From an optimization exercise on the open Yosys and OpenROAD flow, aimed at small area, a short achievable clock period and few clock cycles per item; shortcuts taken in it are not production practice.
In this exercise RTL edits were held to simulation tests only and were not proved equivalent to the original.

== T ==
Design ring_buffer_deque, start of the top module:
module ring_buffer_deque (
	input  logic         clk,
	input  logic         arst_n,
	input  logic         req_valid,
	output logic         req_stall,
	input  logic [40:0]  req,
	output logic         rsp_valid,
	input  logic         rsp_stall,
	output logic [105:0] rsp
);
Size in the first run: ~5200 cells after synthesis, about 2200 flip-flops, about 150 I/O pins, about 100000 sq um of cells after synthesis.
==> module ring_buffer_deque, before the edit <==
module ring_buffer_deque (
	input  logic         clk,
	input  logic         arst_n,
	input  logic         req_valid,
	output logic         req_stall,
	input  logic [40:0]  req,
	output logic         rsp_valid,
	input  logic         rsp_stall,
	output logic [105:0] rsp
);
	logic                  we_b, we_f;
	logic [SLOT_W-1:0]     tail, head;
	logic [DATA_WIDTH-1:0] wdata;
	logic [SLOT_W-1:0]     r_slot, x_slot;
	logic                  r_ok, x_ok;
	logic [DATA_WIDTH-1:0] r_data, x_data;
	logic                  d0_ne, d0_fm, d0_bm;
	logic                  d0_v, drain;
	logic [TOTAL_W-1:0]    d0_cnt;
	logic [STAT_W-1:0]     d0_st;
	logic                  rsp_v;
	logic [105:0]          rsp_q;
	rbd_ctrl u_ctrl (
		.clk       (clk),
		.arst_n    (arst_n),
		.req_valid (req_valid),
		.req_stall (req_stall),
		.req       (req),
		.rsp_stall (rsp_stall),
		.we_b      (we_b),
		.we_f      (we_f),
		.tail      (tail),
		.head      (head),
		.wdata     (wdata),
		.r_slot    (r_slot),
		.r_ok      (r_ok),
		.x_slot    (x_slot),
		.x_ok      (x_ok),
		.d0_ne     (d0_ne),
		.d0_fm     (d0_fm),
		.d0_bm     (d0_bm),
		.d0_v      (d0_v),
		.drain     (drain),
		.d0_cnt    (d0_cnt),
		.d0_st     (d0_st),
		.rsp_v     (rsp_v)
	);
	rbd_store u_store (
		.clk    (clk),
		.we_b   (we_b),
		.we_f   (we_f),
		.tail   (tail),
		.head   (head),
		.wdata  (wdata),
		.r_slot (r_slot),
		.r_ok   (r_ok),
		.x_slot (x_slot),
		.x_ok   (x_ok),
		.r_data (r_data),
		.x_data (x_data)
	);
	always_ff @(posedge clk or negedge arst_n) begin
		if (!arst_n) begin
			rsp_v <= 1'b0;
		end else begin
			rsp_v <= drain || (rsp_v && rsp_stall);
		end
	end
	always_ff @(posedge clk) begin
		if (drain) begin
			rsp_q[105:74] <= r_data;
			rsp_q[9:0]    <= {d0_cnt, !d0_ne, d0_st};
		end
		if (drain && d0_fm) begin
			rsp_q[73:42] <= x_data;
		end
		if (drain && d0_bm) begin
			rsp_q[41:10] <= x_data;
		end
	end
	assign rsp_valid = rsp_v;
	assign rsp       = rsp_q;
endmodule
==> flow/config.mk <==
export PLATFORM = sky130hd
export DESIGN_NAME = ring_buffer_deque
export DESIGN_NICKNAME = ring_buffer_deque
export VERILOG_FILES = /design/flow/design.v
export SDC_FILE = /design/flow/constraint.sdc
export NUM_CORES = 4
export LEC_CHECK = 0
export CAP_MARGIN = 20
export CORE_MARGIN = 2
export CORE_UTILIZATION = 40
export SLEW_MARGIN = 20
==> flow/constraint.sdc <==
create_clock -name core_clock -period 7.0 [get_ports {clk}]
set_input_delay 1.4000 -clock core_clock [delete_from_list [all_inputs] [get_ports {clk}]]
set_output_delay 1.4000 -clock core_clock [all_outputs]
set_load 0.01 [all_outputs]
standard.sh (not shown) runs the stock make flow with config.mk's settings and CLKGATE_MAP_FILE= SYNTH_SCRIPT=/design/flow/synth_recipe.tcl, a recipe that flattens the netlist after the stock synthesis.
==> flow/flow/run.sh <==
#!/bin/bash
# Standard ORFS layout, with timing repair aimed below the clock period only
# after placement (clock tree and global route stages). Each step's full
# output goes to a log file of its own in the work folder.
set -euo pipefail
MARGIN=$(cat flow/margin.txt)
bash standard.sh synth > log_synth.txt 2>&1
bash standard.sh floorplan > log_floorplan.txt 2>&1
bash standard.sh place > log_place.txt 2>&1
SETUP_SLACK_MARGIN=$MARGIN bash standard.sh cts > log_cts.txt 2>&1
SETUP_SLACK_MARGIN=$MARGIN bash standard.sh route > log_route.txt 2>&1
bash standard.sh finish > log_finish.txt 2>&1
==> flow/flow/margin.txt <==
3.9
Testbench counts of T, summed over its fixed seeds: cycles 12,016, items 12,000.
Input-level comparison between P and T:
==> flow/design.v, changed modules only <==
module ring_buffer_deque (
	input  logic         clk,
	input  logic         arst_n,
	input  logic         req_valid,
	output logic         req_stall,
	input  logic [40:0]  req,
	output logic         rsp_valid,
	input  logic         rsp_stall,
	output logic [105:0] rsp
);
	logic                  we_b, we_f;
	logic [SLOT_W-1:0]     tail, head;
	logic [DATA_WIDTH-1:0] wdata;
	logic [SLOT_W-1:0]     r_slot, x_slot;
	logic                  r_ok, x_ok;
	logic [DATA_WIDTH-1:0] r_data, x_data, f_data, b_data;
	logic                  d0_ne, d0_fm, d0_bm;
	logic                  d0_v, drain;
	logic [TOTAL_W-1:0]    d0_cnt;
	logic [STAT_W-1:0]     d0_st;
	logic                  rsp_v;
	logic [105:0]          rsp_q;
	rbd_ctrl u_ctrl (
		.clk       (clk),
		.arst_n    (arst_n),
		.req_valid (req_valid),
		.req_stall (req_stall),
		.req       (req),
		.rsp_stall (rsp_stall),
		.we_b      (we_b),
		.we_f      (we_f),
		.tail      (tail),
		.head      (head),
		.wdata     (wdata),
		.r_slot    (r_slot),
		.r_ok      (r_ok),
		.x_slot    (x_slot),
		.x_ok      (x_ok),
		.d0_ne     (d0_ne),
		.d0_fm     (d0_fm),
		.d0_bm     (d0_bm),
		.d0_v      (d0_v),
		.drain     (drain),
		.d0_cnt    (d0_cnt),
		.d0_st     (d0_st),
		.rsp_v     (rsp_v)
	);
	rbd_store u_store (
		.clk    (clk),
		.we_b   (we_b),
		.we_f   (we_f),
		.tail   (tail),
		.head   (head),
		.wdata  (wdata),
		.r_slot (r_slot),
		.r_ok   (r_ok),
		.x_slot (x_slot),
		.x_ok   (x_ok),
		.r_data (r_data),
		.x_data (x_data)
	);
	assign f_data = d0_fm ? x_data : rsp_q[73:42];
	assign b_data = d0_bm ? x_data : rsp_q[41:10];
	always_ff @(posedge clk or negedge arst_n) begin
		if (!arst_n) begin
			rsp_v <= 1'b0;
		end else begin
			rsp_v <= drain || (rsp_v && rsp_stall);
		end
	end
	always_ff @(posedge clk) begin
		if (drain) begin
			rsp_q <= {r_data, f_data, b_data, d0_cnt, !d0_ne, d0_st};
		end
	end
	assign rsp_valid = rsp_v;
	assign rsp       = rsp_q;
endmodule
==> summary.txt <==
Per the final summary, P finished and its layout is clean on timing, DRC and antenna.
| multi-input gate area in the final layout | P vs T | 940 sq um lower |
Going from T to P, worst hold slack increased by 0.0051 ns relative to the old numbers, post-synthesis cell count closely matched the old numbers, count of inverters not on the clock network in the layout increased by 1 relative to the old numbers, number of endpoints failing setup at the final stage closely matched the old numbers.
Testbench counts of P, summed over its fixed seeds: cycles 12,016, items 12,000.

[what the ideal ports hide]
The flow's constraints put no driver on any port. The routed layouts listed below were extracted and timed again, unchanged, in two steps. Step 1: set_driving_cell puts a clkbuf_16 on clk and a buf_2 on each other input, an assumption about the parent block. Step 2 adds t to the input delays and takes it off the output delays; t is the mean of the earliest and latest rising clock arrival at the registers after step 1. Input paths then give back, and output paths get back, about the clock's delay inside the block. a / b / c = ideal ports / drivers / drivers and shift; a / b = the first two.
| run | t, ns | setup slack, ns | hold slack, ns |
|---|---|---|---|
| T | 0.993 | 3.707 / 3.707 / 2.970 | 0.420 / 0.420 / 0.420 |
| P | 0.998 | 3.770 / 3.770 / 2.937 | 0.425 / 0.425 / 0.425 |
After both steps every run listed still meets setup and hold. For P, which loses most, drivers alone change the setup slack by 0.000 ns; drivers and shift together by -0.833 ns.
